From an optimization exercise on the open Yosys and OpenROAD flow, aimed at small area and a short achievable clock period; shortcuts taken in it are not production practice. Where RTL was checked, it was by simulation tests only, not by an equivalence proof against the original. Power and IR drop assume default switching activity.

==> run X <==
==> flow/design.v <==
module ps2_key_event_queue #(
  parameter int FIFO_DEPTH      = 8,
  parameter bit SUPPRESS_REPEAT = 1'b1,
  parameter bit IGNORE_CTRL     = 1'b1
) (
  input  logic                          clk,
  input  logic                          reset,
  input  logic [7:0]                    rx_data,
  input  logic                          rx_valid,
  input  logic                          rx_overflow,
  output logic [9:0]                    evt_data,
  output logic                          evt_valid,
  input  logic                          evt_ready,
  output logic [$clog2(FIFO_DEPTH):0]   evt_count,
  output logic                          drop_flag,
  input  logic                          drop_clr,
  output logic [8:0]                    keys_down,
  output logic [31:0]                   cur_key
);
  logic       r_ext, r_rel, r_pause;
  logic [2:0] r_skip;
  logic w_v, w_e0, w_f0, w_e1, w_ctrl, w_prefix, w_pause_end, w_key;
  logic w_emit, w_track, w_ev_ext, w_ev_rel;
  logic [7:0] w_code;
  assign w_v    = rx_valid && !rx_overflow;
  assign w_e0   = (rx_data == 8'hE0);
  assign w_f0   = (rx_data == 8'hF0);
  assign w_e1   = (rx_data == 8'hE1);
  assign w_ctrl = (rx_data == 8'h00) || (rx_data == 8'hAA) || (rx_data == 8'hEE) ||
                  (rx_data == 8'hFA) || (rx_data == 8'hFE) || (rx_data == 8'hFF);
  assign w_prefix    = !r_rel && !r_pause;            
  assign w_pause_end = r_pause && (r_skip <= 3'd1);
  assign w_key       = !w_e0 && !w_f0 && !w_e1 && (r_ext || !w_ctrl);
  assign w_track  = w_v && (r_rel || (w_prefix && w_key));
  assign w_emit   = w_track || (w_v && w_pause_end);
  assign w_ev_ext = r_ext || r_pause;
  assign w_ev_rel = r_rel;
  assign w_code   = r_pause ? 8'h77 : rx_data;
  always_ff @(posedge clk or posedge reset) begin
    if (reset) begin
      r_ext   <= 1'b0;
      r_rel   <= 1'b0;
      r_pause <= 1'b0;
      r_skip  <= 3'd0;
    end else if (rx_overflow) begin
      r_ext   <= 1'b0;
      r_rel   <= 1'b0;
      r_pause <= 1'b0;
      r_skip  <= 3'd0;
    end else if (rx_valid) begin
      if (r_pause) begin
        r_skip  <= w_pause_end ? 3'd0 : 3'(r_skip - 3'd1);
        r_pause <= !w_pause_end;
      end else if (r_rel) begin
        r_ext <= 1'b0;
        r_rel <= 1'b0;
      end else begin
        r_ext   <= w_e0 || (w_f0 && r_ext);
        r_rel   <= w_f0;
        r_pause <= w_e1;
        if (w_e1) r_skip <= 3'd7;
      end
    end
  end
  logic         r_phase;
  logic [15:0]  r_row_valid;
  logic [255:0] w_pair_rd_n;
  logic [15:0]  w_row_sel, w_row_rd, w_row_we, w_row_ev;
  logic [7:0]   w_hi_dec;
  logic [31:0]  w_col_sel;
  logic [31:0]  w_half_a, w_half_b, w_term_n;
  logic [7:0]   w_t4;
  logic [3:0]   w_t8_n;
  logic [31:0]  w_row_raw, w_row_wr;
  logic         w_sel_valid, w_pv, w_raw_bit;
  always_comb begin
    for (int i = 0; i < 8; i++)
      w_hi_dec[i] = (rx_data[7:5] == i[2:0]);
    for (int j = 0; j < 16; j++) begin
      w_row_sel[j] = (r_ext == j[3]) && w_hi_dec[j % 8];
      w_row_ev[j]  = (r_ext == j[3]) && r_row_valid[j];
    end
    for (int k = 0; k < 32; k++)
      w_col_sel[k] = (rx_data[4:0] == k[4:0]);
    w_sel_valid = |(w_row_sel & r_row_valid);
    w_row_raw   = w_half_a | w_half_b;
    w_row_wr = (w_row_raw | {32{r_phase && !w_sel_valid}}) & ~w_col_sel |
               (w_col_sel & {32{!w_ev_rel ^ r_phase}});
    w_row_we = w_row_sel & {16{w_track}};
  end
  for (genvar j = 0; j < 16; j++) begin : g_rd
    ps2kq_and4 u_rd (
      .a({rx_data[7:5] ~^ 3'(j % 8), w_row_ev[j]}), .y(w_row_rd[j])
    );
  end
  for (genvar p = 0; p < 8; p++) begin : g_pair
    ps2kq_rowpair u_pair (
      .clk(clk), .we(w_row_we[2*p +: 2]), .hold(~w_row_we[2*p +: 2]),
      .rd(w_row_rd[2*p +: 2]), .wr(w_row_wr), .rd_n(w_pair_rd_n[p*32 +: 32])
    );
  end
  for (genvar k = 0; k < 32; k++) begin : g_col
    ps2kq_nand4 u_ha (
      .a({w_pair_rd_n[0*32+k], w_pair_rd_n[1*32+k], w_pair_rd_n[2*32+k], w_pair_rd_n[3*32+k]}),
      .y(w_half_a[k])
    );
    ps2kq_nand4 u_hb (
      .a({w_pair_rd_n[4*32+k], w_pair_rd_n[5*32+k], w_pair_rd_n[6*32+k], w_pair_rd_n[7*32+k]}),
      .y(w_half_b[k])
    );
    ps2kq_aoi22 u_term (
      .a0(w_col_sel[k]), .b0(w_half_a[k]), .a1(w_col_sel[k]), .b1(w_half_b[k]),
      .y(w_term_n[k])
    );
  end
  for (genvar i = 0; i < 8; i++) begin : g_t4
    ps2kq_nand4 u_t4 (.a(w_term_n[4*i +: 4]), .y(w_t4[i]));
  end
  for (genvar i = 0; i < 4; i++) begin : g_t8
    ps2kq_nor2 u_t8 (.a(w_t4[2*i]), .b(w_t4[2*i+1]), .y(w_t8_n[i]));
  end
  ps2kq_nand4 u_t32 (.a(w_t8_n), .y(w_raw_bit));
  assign w_pv = r_phase && w_sel_valid;
  always_ff @(posedge clk or posedge reset) begin
    if (reset) begin
      r_row_valid <= '0;
      r_phase     <= 1'b0;
    end else begin
      r_row_valid <= r_row_valid | w_row_we;
      r_phase     <= !r_phase;
    end
  end
  logic w_acc_h, w_acc_f, w_set_f, w_clr_h;
  assign w_acc_h = w_emit && (r_pause || r_rel);    
  assign w_acc_f = w_emit;
  assign w_set_f = w_track && !w_ev_rel;
  assign w_clr_h = w_track && w_ev_rel;
  logic [8:0] r_keys_down, w_kd_inc, w_kd_dec, w_kd_h, w_kd_f;
  assign w_kd_inc = (r_keys_down == 9'h1FF) ? r_keys_down : r_keys_down + 9'd1;
  assign w_kd_dec = (r_keys_down == 9'd0)   ? r_keys_down : r_keys_down - 9'd1;
  assign w_kd_h   = w_clr_h ? w_kd_dec : r_keys_down;
  assign w_kd_f   = w_set_f ? w_kd_inc : r_keys_down;
  always_ff @(posedge clk or posedge reset) begin
    if (reset) r_keys_down <= 9'd0;
    else       r_keys_down <= w_kd_next;
  end
  logic [7:0] r_ck_code;
  logic       r_ck_ext, r_ck_rel;
  logic [9:0] w_ck, w_ck_new, w_ck_h, w_ck_f;
  assign w_ck     = {r_ck_rel, r_ck_ext, r_ck_code};
  assign w_ck_new = {w_ev_rel, w_ev_ext, w_code};
  assign w_ck_h   = w_acc_h ? w_ck_new : w_ck;
  assign w_ck_f   = w_acc_f ? w_ck_new : w_ck;
  always_ff @(posedge clk or posedge reset) begin
    if (reset) {r_ck_rel, r_ck_ext, r_ck_code} <= {1'b1, 1'b0, 8'h1B};
    else       {r_ck_rel, r_ck_ext, r_ck_code} <= w_ck_next;
  end
  logic [9:0] r_mem [8];
  logic [2:0] r_wr_ptr;
  logic [7:0] r_rdsel;           
  logic [3:0] r_count;
  logic       r_drop_flag;
  logic       w_pop, w_slot_free;
  logic [2:0] w_wp_h, w_wp_f;
  logic [3:0] w_cnt_w, w_cnt_n, w_cnt_h, w_cnt_f;
  logic       w_drop_h, w_drop_f, w_df_n;
  logic [7:0] w_rs_pop, w_wr_oh, w_rs_h, w_rs_f;
  logic       w_empty, w_last_pop, w_wr_h, w_wr_f;
  assign w_pop       = (r_count != 4'd0) && evt_ready;
  assign w_slot_free = !r_count[3] || w_pop;
  assign w_cnt_w = w_pop ? r_count : r_count + 4'd1;
  assign w_cnt_n = w_pop ? r_count - 4'd1 : r_count;
  assign w_cnt_h = (w_acc_h && w_slot_free) ? w_cnt_w : w_cnt_n;
  assign w_cnt_f = (w_acc_f && w_slot_free) ? w_cnt_w : w_cnt_n;
  assign w_wp_h  = (w_acc_h && w_slot_free) ? r_wr_ptr + 3'd1 : r_wr_ptr;
  assign w_wp_f  = (w_acc_f && w_slot_free) ? r_wr_ptr + 3'd1 : r_wr_ptr;
  assign w_df_n  = r_drop_flag && !drop_clr;
  assign w_drop_h = (w_acc_h && !w_slot_free) || w_df_n;
  assign w_drop_f = (w_acc_f && !w_slot_free) || w_df_n;
  assign w_empty    = (r_count == 4'd0);
  assign w_last_pop = (r_count == 4'd1) && w_pop;
  assign w_rs_pop   = w_pop ? {r_rdsel[6:0], r_rdsel[7]} : r_rdsel;
  assign w_wr_oh    = 8'd1 << r_wr_ptr;
  assign w_wr_h     = w_acc_h && w_slot_free;
  assign w_wr_f     = w_acc_f && w_slot_free;
  assign w_rs_h = w_empty ? (w_wr_h ? w_wr_oh : 8'd0) : ((w_last_pop && !w_wr_h) ? 8'd0 : w_rs_pop);
  assign w_rs_f = w_empty ? (w_wr_f ? w_wr_oh : 8'd0) : ((w_last_pop && !w_wr_f) ? 8'd0 : w_rs_pop);
  always_ff @(posedge clk or posedge reset) begin
    if (reset) begin
      r_wr_ptr    <= 3'd0;
      r_rdsel     <= 8'd0;
      r_count     <= 4'd0;
      r_drop_flag <= 1'b0;
    end else begin
      r_wr_ptr    <= w_wp_next;
      r_count     <= w_cnt_next;
      r_drop_flag <= w_drop_next;
      r_rdsel     <= w_rs_next;
    end
  end
  always_ff @(posedge clk) begin
    if (w_slot_free) r_mem[r_wr_ptr] <= w_ck_new;
  end
  logic [34:0] w_nx_h, w_nx_f, w_nx1, w_nx0, w_nx;
  logic [7:0]  w_rs_next;
  logic [8:0]  w_kd_next;
  logic [9:0]  w_ck_next;
  logic [2:0]  w_wp_next;
  logic [3:0]  w_cnt_next;
  logic        w_drop_next;
  assign w_nx_h = {w_rs_h, w_kd_h, w_ck_h, w_wp_h, w_cnt_h, w_drop_h};
  assign w_nx_f = {w_rs_f, w_kd_f, w_ck_f, w_wp_f, w_cnt_f, w_drop_f};
  assign w_nx1  = w_pv ? w_nx_f : w_nx_h;
  assign w_nx0  = w_pv ? w_nx_h : w_nx_f;
  for (genvar i = 0; i < 35; i++) begin : g_pick
    ps2kq_mux2 u_pick (.s(w_raw_bit), .a1(w_nx1[i]), .a0(w_nx0[i]), .y(w_nx[i]));
  end
  assign {w_rs_next, w_kd_next, w_ck_next, w_wp_next, w_cnt_next, w_drop_next} = w_nx;
  assign evt_valid = (r_count != 4'd0);
  always_comb begin
    evt_data = 10'd0;
    for (int i = 0; i < 8; i++)
      if (r_rdsel[i]) evt_data = evt_data | r_mem[i];
  end
  assign evt_count = r_count;
  assign drop_flag = r_drop_flag;
  assign keys_down = r_keys_down;
  assign cur_key   = {8'h00,
                      (r_ck_ext && r_ck_rel) ? 8'hE0 : 8'h00,
                      r_ck_rel ? 8'hF0 : (r_ck_ext ? 8'hE0 : 8'h00),
                      r_ck_code};
endmodule
module ps2kq_rowpair (
  input  logic        clk,
  input  logic [1:0]  we,
  input  logic [1:0]  hold,
  input  logic [1:0]  rd,
  input  logic [31:0] wr,
  output logic [31:0] rd_n
);
  logic [31:0] q0, q1;
  always_ff @(posedge clk) begin
    q0 <= ~((q0 | {32{we[0]}}) & ({32{hold[0]}} | wr));
    q1 <= ~((q1 | {32{we[1]}}) & ({32{hold[1]}} | wr));
  end
  assign rd_n = ~((q0 & {32{rd[0]}}) | (q1 & {32{rd[1]}}));
endmodule
module ps2kq_nand4 (input logic [3:0] a, output logic y);
  assign y = ~&a;
endmodule
module ps2kq_and4 (input logic [3:0] a, output logic y);
  assign y = &a;
endmodule
module ps2kq_nor2 (input logic a, input logic b, output logic y);
  assign y = ~(a | b);
endmodule
module ps2kq_aoi22 (input logic a0, input logic b0, input logic a1, input logic b1,
                    output logic y);
  assign y = ~((a0 & b0) | (a1 & b1));
endmodule
module ps2kq_mux2 (input logic s, input logic a1, input logic a0, output logic y);
  assign y = s ? a1 : a0;
endmodule
==> flow/run.sh <==
#!/bin/bash
# synth_recipe.tcl (not shown) runs the flow's synth.tcl, then flattens the netlist and writes it again
# the make line also repeats each setting of config.mk as NAME=value (left out here)
make -C /OpenROAD-flow-scripts/flow DESIGN_CONFIG=/design/flow/config.mk WORK_HOME=/design/flow/orfs CLKGATE_MAP_FILE= SYNTH_SCRIPT=/design/flow/synth_recipe.tcl finish
==> flow/config.mk <==
export PLATFORM = sky130hd
export DESIGN_NAME = ps2_key_event_queue
export DESIGN_NICKNAME = ps2_key_event_queue
export VERILOG_FILES = /design/flow/design.v
export SDC_FILE = /design/flow/constraint.sdc
export NUM_CORES = 4
export LEC_CHECK = 0
export CAP_MARGIN = 0
export CORE_MARGIN = 2
export CORE_UTILIZATION = 40
export CTS_BUF_LIST = sky130_fd_sc_hd__clkbuf_8
export CTS_CLUSTER_DIAMETER = 80
export CTS_CLUSTER_SIZE = 16
export SETUP_SLACK_MARGIN = 3.0
export SLEW_MARGIN = 0
export SYNTH_HIERARCHICAL = 1
export TNS_END_PERCENT = 10
==> flow/constraint.sdc <==
create_clock -name core_clock -period 6.5 [get_ports {clk}]
set_input_delay 1.3000 -clock core_clock [delete_from_list [all_inputs] [get_ports {clk}]]
set_output_delay 1.3000 -clock core_clock [all_outputs]
set_load 0.01 [all_outputs]
==> inputs of run Z, as changes to run X <==
--- a/flow/design.v
+++ b/flow/design.v
@@ -157,15 +157,13 @@
   end
   logic [9:0] r_mem [8];
   logic [2:0] r_wr_ptr;
-  logic [7:0] r_rdsel;           
+  logic [7:0] r_rd_oh;                              
   logic [3:0] r_count;
   logic       r_drop_flag;
   logic       w_pop, w_slot_free;
   logic [2:0] w_wp_h, w_wp_f;
   logic [3:0] w_cnt_w, w_cnt_n, w_cnt_h, w_cnt_f;
   logic       w_drop_h, w_drop_f, w_df_n;
-  logic [7:0] w_rs_pop, w_wr_oh, w_rs_h, w_rs_f;
-  logic       w_empty, w_last_pop, w_wr_h, w_wr_f;
   assign w_pop       = (r_count != 4'd0) && evt_ready;
   assign w_slot_free = !r_count[3] || w_pop;
   assign w_cnt_w = w_pop ? r_count : r_count + 4'd1;
@@ -177,50 +175,41 @@
   assign w_df_n  = r_drop_flag && !drop_clr;
   assign w_drop_h = (w_acc_h && !w_slot_free) || w_df_n;
   assign w_drop_f = (w_acc_f && !w_slot_free) || w_df_n;
-  assign w_empty    = (r_count == 4'd0);
-  assign w_last_pop = (r_count == 4'd1) && w_pop;
-  assign w_rs_pop   = w_pop ? {r_rdsel[6:0], r_rdsel[7]} : r_rdsel;
-  assign w_wr_oh    = 8'd1 << r_wr_ptr;
-  assign w_wr_h     = w_acc_h && w_slot_free;
-  assign w_wr_f     = w_acc_f && w_slot_free;
-  assign w_rs_h = w_empty ? (w_wr_h ? w_wr_oh : 8'd0) : ((w_last_pop && !w_wr_h) ? 8'd0 : w_rs_pop);
-  assign w_rs_f = w_empty ? (w_wr_f ? w_wr_oh : 8'd0) : ((w_last_pop && !w_wr_f) ? 8'd0 : w_rs_pop);
   always_ff @(posedge clk or posedge reset) begin
     if (reset) begin
       r_wr_ptr    <= 3'd0;
-      r_rdsel     <= 8'd0;
+      r_rd_oh     <= 8'd1;
       r_count     <= 4'd0;
       r_drop_flag <= 1'b0;
     end else begin
       r_wr_ptr    <= w_wp_next;
       r_count     <= w_cnt_next;
       r_drop_flag <= w_drop_next;
-      r_rdsel     <= w_rs_next;
+      if (w_pop) r_rd_oh <= {r_rd_oh[6:0], r_rd_oh[7]};
     end
   end
   always_ff @(posedge clk) begin
     if (w_slot_free) r_mem[r_wr_ptr] <= w_ck_new;
   end
-  logic [34:0] w_nx_h, w_nx_f, w_nx1, w_nx0, w_nx;
-  logic [7:0]  w_rs_next;
+  logic [26:0] w_nx_h, w_nx_f, w_nx1, w_nx0, w_nx;
   logic [8:0]  w_kd_next;
   logic [9:0]  w_ck_next;
   logic [2:0]  w_wp_next;
   logic [3:0]  w_cnt_next;
   logic        w_drop_next;
-  assign w_nx_h = {w_rs_h, w_kd_h, w_ck_h, w_wp_h, w_cnt_h, w_drop_h};
-  assign w_nx_f = {w_rs_f, w_kd_f, w_ck_f, w_wp_f, w_cnt_f, w_drop_f};
+  assign w_nx_h = {w_kd_h, w_ck_h, w_wp_h, w_cnt_h, w_drop_h};
+  assign w_nx_f = {w_kd_f, w_ck_f, w_wp_f, w_cnt_f, w_drop_f};
   assign w_nx1  = w_pv ? w_nx_f : w_nx_h;
   assign w_nx0  = w_pv ? w_nx_h : w_nx_f;
-  for (genvar i = 0; i < 35; i++) begin : g_pick
+  for (genvar i = 0; i < 27; i++) begin : g_pick
     ps2kq_mux2 u_pick (.s(w_raw_bit), .a1(w_nx1[i]), .a0(w_nx0[i]), .y(w_nx[i]));
   end
-  assign {w_rs_next, w_kd_next, w_ck_next, w_wp_next, w_cnt_next, w_drop_next} = w_nx;
+  assign {w_kd_next, w_ck_next, w_wp_next, w_cnt_next, w_drop_next} = w_nx;
   assign evt_valid = (r_count != 4'd0);
   always_comb begin
     evt_data = 10'd0;
     for (int i = 0; i < 8; i++)
-      if (r_rdsel[i]) evt_data = evt_data | r_mem[i];
+      if (r_rd_oh[i] && evt_valid) evt_data = evt_data | r_mem[i];
   end
   assign evt_count = r_count;
   assign drop_flag = r_drop_flag;
==> inputs of run C, as changes to run X <==
==> flow/design.v, changed modules only <==
module ps2_key_event_queue #(
  parameter int FIFO_DEPTH      = 8,
  parameter bit SUPPRESS_REPEAT = 1'b1,
  parameter bit IGNORE_CTRL     = 1'b1
) (
  input  logic                          clk,
  input  logic                          reset,
  input  logic [7:0]                    rx_data,
  input  logic                          rx_valid,
  input  logic                          rx_overflow,
  output logic [9:0]                    evt_data,
  output logic                          evt_valid,
  input  logic                          evt_ready,
  output logic [$clog2(FIFO_DEPTH):0]   evt_count,
  output logic                          drop_flag,
  input  logic                          drop_clr,
  output logic [8:0]                    keys_down,
  output logic [31:0]                   cur_key
);
  logic       r_ext, r_rel, r_pause;
  logic [2:0] r_skip;
  logic w_v, w_e0, w_f0, w_e1, w_ctrl, w_prefix, w_pause_end, w_key;
  logic w_emit, w_track, w_ev_ext, w_ev_rel;
  logic [7:0] w_code;
  assign w_v    = rx_valid && !rx_overflow;
  assign w_e0   = (rx_data == 8'hE0);
  assign w_f0   = (rx_data == 8'hF0);
  assign w_e1   = (rx_data == 8'hE1);
  assign w_ctrl = (rx_data == 8'h00) || (rx_data == 8'hAA) || (rx_data == 8'hEE) ||
                  (rx_data == 8'hFA) || (rx_data == 8'hFE) || (rx_data == 8'hFF);
  assign w_prefix    = !r_rel && !r_pause;            
  assign w_pause_end = r_pause && (r_skip <= 3'd1);
  assign w_key       = !w_e0 && !w_f0 && !w_e1 && (r_ext || !w_ctrl);
  assign w_track  = w_v && (r_rel || (w_prefix && w_key));
  assign w_emit   = w_track || (w_v && w_pause_end);
  assign w_ev_ext = r_ext || r_pause;
  assign w_ev_rel = r_rel;
  assign w_code   = r_pause ? 8'h77 : rx_data;
  always_ff @(posedge clk or posedge reset) begin
    if (reset) begin
      r_ext   <= 1'b0;
      r_rel   <= 1'b0;
      r_pause <= 1'b0;
      r_skip  <= 3'd0;
    end else if (rx_overflow) begin
      r_ext   <= 1'b0;
      r_rel   <= 1'b0;
      r_pause <= 1'b0;
      r_skip  <= 3'd0;
    end else if (rx_valid) begin
      if (r_pause) begin
        r_skip  <= w_pause_end ? 3'd0 : 3'(r_skip - 3'd1);
        r_pause <= !w_pause_end;
      end else if (r_rel) begin
        r_ext <= 1'b0;
        r_rel <= 1'b0;
      end else begin
        r_ext   <= w_e0 || (w_f0 && r_ext);
        r_rel   <= w_f0;
        r_pause <= w_e1;
        if (w_e1) r_skip <= 3'd7;
      end
    end
  end
  logic         r_phase;
  logic [15:0]  r_row_valid;
  logic [255:0] w_pair_rd_n;
  logic [15:0]  w_row_sel, w_row_rd, w_row_we;
  logic [31:0]  w_col_sel;
  logic [31:0]  w_row_raw, w_row_wr;
  logic         w_sel_valid, w_pv, w_raw_bit;
  always_comb begin
    for (int j = 0; j < 16; j++)
      w_row_sel[j] = (r_ext == j[3]) && (rx_data[7:5] == j[2:0]);
    for (int k = 0; k < 32; k++)
      w_col_sel[k] = (rx_data[4:0] == k[4:0]);
    w_row_rd    = w_row_sel & r_row_valid;
    w_sel_valid = |w_row_rd;
    for (int k = 0; k < 32; k++) begin
      w_row_raw[k] = 1'b0;
      for (int p = 0; p < 8; p++)
        w_row_raw[k] = w_row_raw[k] | !w_pair_rd_n[p*32 + k];
    end
    w_row_wr = (w_row_raw | {32{r_phase && !w_sel_valid}}) & ~w_col_sel |
               (w_col_sel & {32{!w_ev_rel ^ r_phase}});
    w_row_we = w_row_sel & {16{w_track}};
  end
  ps2kq_or_sel u_held (.sel(w_col_sel), .d(w_row_raw), .y(w_raw_bit));
  assign w_pv = r_phase && w_sel_valid;
  for (genvar p = 0; p < 8; p++) begin : g_pair
    ps2kq_rowpair u_pair (
      .clk(clk), .we(w_row_we[2*p +: 2]), .hold(~w_row_we[2*p +: 2]),
      .rd(w_row_rd[2*p +: 2]), .wr(w_row_wr), .rd_n(w_pair_rd_n[p*32 +: 32])
    );
  end
  always_ff @(posedge clk or posedge reset) begin
    if (reset) begin
      r_row_valid <= '0;
      r_phase     <= 1'b0;
    end else begin
      r_row_valid <= r_row_valid | w_row_we;
      r_phase     <= !r_phase;
    end
  end
  logic w_acc_h, w_acc_f, w_set_f, w_clr_h;
  assign w_acc_h = w_emit && (r_pause || r_rel);    
  assign w_acc_f = w_emit;
  assign w_set_f = w_track && !w_ev_rel;
  assign w_clr_h = w_track && w_ev_rel;
  logic [8:0] r_keys_down, w_kd_inc, w_kd_dec, w_kd_h, w_kd_f;
  assign w_kd_inc = (r_keys_down == 9'h1FF) ? r_keys_down : r_keys_down + 9'd1;
  assign w_kd_dec = (r_keys_down == 9'd0)   ? r_keys_down : r_keys_down - 9'd1;
  assign w_kd_h   = w_clr_h ? w_kd_dec : r_keys_down;
  assign w_kd_f   = w_set_f ? w_kd_inc : r_keys_down;
  always_ff @(posedge clk or posedge reset) begin
    if (reset) r_keys_down <= 9'd0;
    else       r_keys_down <= w_raw_bit ? (w_pv ? w_kd_f : w_kd_h) : (w_pv ? w_kd_h : w_kd_f);
  end
  logic [7:0] r_ck_code;
  logic       r_ck_ext, r_ck_rel;
  logic [9:0] w_ck, w_ck_new, w_ck_h, w_ck_f;
  assign w_ck     = {r_ck_rel, r_ck_ext, r_ck_code};
  assign w_ck_new = {w_ev_rel, w_ev_ext, w_code};
  assign w_ck_h   = w_acc_h ? w_ck_new : w_ck;
  assign w_ck_f   = w_acc_f ? w_ck_new : w_ck;
  always_ff @(posedge clk or posedge reset) begin
    if (reset) {r_ck_rel, r_ck_ext, r_ck_code} <= {1'b1, 1'b0, 8'h1B};
    else       {r_ck_rel, r_ck_ext, r_ck_code} <= w_raw_bit ? (w_pv ? w_ck_f : w_ck_h) : (w_pv ? w_ck_h : w_ck_f);
  end
  logic [9:0] r_mem [8];
  logic [2:0] r_wr_ptr;
  logic [7:0] r_rd_oh;                              
  logic [3:0] r_count;
  logic       r_drop_flag;
  logic       w_pop, w_slot_free;
  logic [2:0] w_wp_h, w_wp_f;
  logic [3:0] w_cnt_w, w_cnt_n, w_cnt_h, w_cnt_f;
  logic       w_drop_h, w_drop_f, w_df_n;
  assign w_pop       = (r_count != 4'd0) && evt_ready;
  assign w_slot_free = !r_count[3] || w_pop;
  assign w_cnt_w = w_pop ? r_count : r_count + 4'd1;
  assign w_cnt_n = w_pop ? r_count - 4'd1 : r_count;
  assign w_cnt_h = (w_acc_h && w_slot_free) ? w_cnt_w : w_cnt_n;
  assign w_cnt_f = (w_acc_f && w_slot_free) ? w_cnt_w : w_cnt_n;
  assign w_wp_h  = (w_acc_h && w_slot_free) ? r_wr_ptr + 3'd1 : r_wr_ptr;
  assign w_wp_f  = (w_acc_f && w_slot_free) ? r_wr_ptr + 3'd1 : r_wr_ptr;
  assign w_df_n  = r_drop_flag && !drop_clr;
  assign w_drop_h = (w_acc_h && !w_slot_free) || w_df_n;
  assign w_drop_f = (w_acc_f && !w_slot_free) || w_df_n;
  always_ff @(posedge clk or posedge reset) begin
    if (reset) begin
      r_wr_ptr    <= 3'd0;
      r_rd_oh     <= 8'd1;
      r_count     <= 4'd0;
      r_drop_flag <= 1'b0;
    end else begin
      r_wr_ptr    <= w_raw_bit ? (w_pv ? w_wp_f : w_wp_h) : (w_pv ? w_wp_h : w_wp_f);
      r_count     <= w_raw_bit ? (w_pv ? w_cnt_f : w_cnt_h) : (w_pv ? w_cnt_h : w_cnt_f);
      r_drop_flag <= w_raw_bit ? (w_pv ? w_drop_f : w_drop_h) : (w_pv ? w_drop_h : w_drop_f);
      if (w_pop) r_rd_oh <= {r_rd_oh[6:0], r_rd_oh[7]};
    end
  end
  always_ff @(posedge clk) begin
    if (w_slot_free) r_mem[r_wr_ptr] <= w_ck_new;
  end
  assign evt_valid = (r_count != 4'd0);
  always_comb begin
    evt_data = 10'd0;
    for (int i = 0; i < 8; i++)
      if (r_rd_oh[i] && evt_valid) evt_data = evt_data | r_mem[i];
  end
  assign evt_count = r_count;
  assign drop_flag = r_drop_flag;
  assign keys_down = r_keys_down;
  assign cur_key   = {8'h00,
                      (r_ck_ext && r_ck_rel) ? 8'hE0 : 8'h00,
                      r_ck_rel ? 8'hF0 : (r_ck_ext ? 8'hE0 : 8'h00),
                      r_ck_code};
endmodule
module ps2kq_or_sel (
  input  logic [31:0] sel,
  input  logic [31:0] d,
  output logic        y
);
  assign y = |(sel & d);
endmodule
// module ps2kq_nand4 removed
// module ps2kq_and4 removed
// module ps2kq_nor2 removed
// module ps2kq_aoi22 removed
// module ps2kq_mux2 removed
CTS_BUF_LIST = sky130_fd_sc_hd__clkbuf_16   (was sky130_fd_sc_hd__clkbuf_8)
CTS_CLUSTER_DIAMETER = 120   (was 80)
CTS_CLUSTER_SIZE = 30   (was 16)
==> comparison table <==
Clock slew at the register clock pins of the worst setup and hold paths: run Z 0.10 ns; run X 0.12 ns; run C 0.11 ns
Minimum period implied by the final worst setup slack: run Z 3.64 ns; run X 3.65 ns; run C 4.31 ns
Area share of buffers outside the clock network: run Z 5.48%; run X 6.40%; run C 9.92%
Areal power density over the cells: run Z 364 nW/um2; run X 361 nW/um2; run C 351 nW/um2
Mux contribution to synthesized area: run Z 2.64%; run X 3.85%; run C 0.496%
Worst-margin pin slew: run Z 1.15 ns; run X 1.16 ns; run C 1.14 ns
Type of the worst setup path: run Z flop to output pin; run X flop to output pin; run C input pin to flop
Power dissipated in combinational cells: run Z 2.53 mW; run X 2.65 mW; run C 2.51 mW
Routing usage on met3: run Z 3.93%; run X 6.22%; run C 5.18%
Clock-cell share of area: run Z 2.86%; run X 2.83%; run C 2.31%
Switching part of the total power: run Z 31.4%; run X 31.6%; run C 31.1%
GR Layer Usage met1: run Z 32.6%; run X 33.0%; run C 34.9%
Status: run Z complete, no violations; run X complete, no violations; run C complete, no violations
Starting DRT DRC Count: run Z 2274; run X 2633; run C 2505
Non-clock buffer instance count of the final layout: run Z 177; run X 184; run C 267
Placement Setup Slack: run Z 0.900 ns; run X 0.940 ns; run C 0.476 ns
Detailed placement HPWL: run Z 48.4 mm; run X 47.5 mm; run C 46.3 mm
Slew headroom: run Z 23.3%; run X 22.1%; run C 23.8%
Basic-gate share of the synthesized area counting and, or, nand and nor cells: run Z 8.39%; run X 8.23%; run C 8.42%
CP startpoint: run Z r_count[1]; run X r_rdsel[6]; run C rx_data[5]
Post-CTS Setup Inserts: run Z 36; run X 23; run C 83
Share of post-route cells with drive strength above 1: run Z 15.7%; run X 16.1%; run C 20.5%
Only the layout flow was run in run X and run C; the RTL was not checked for function there.

[separate check: timing with driven ports]
In the flow no input, the clock included, has a driving cell. The finished layouts below were timed again as built, in two steps.
Step 1 assumes that a clkbuf_16 drives the clock port and a buf_2 every other input.
Step 2 times the ports against the registers' clock, not the clock port: input delays grow and output delays shrink by t, the midpoint of the rising clock arrivals with the driver on.
a / b / c = ideal ports / drivers / drivers and shift; a / b = the first two.
run	shift t [ns]	slack for setup (ns)	latest minus earliest clock arrival (ns)
run X	0.722	2.850 / 2.794 / 2.143	0.072 / 0.072
run Z	0.726	2.861 / 2.806 / 2.193	0.058 / 0.057
run C	0.666	2.188 / 2.122 / 1.456	0.017 / 0.016
After both steps setup and hold are still met in every run listed. The setup slack of run C, which loses most, moves by -0.066 ns with the drivers and by -0.732 ns with both steps.
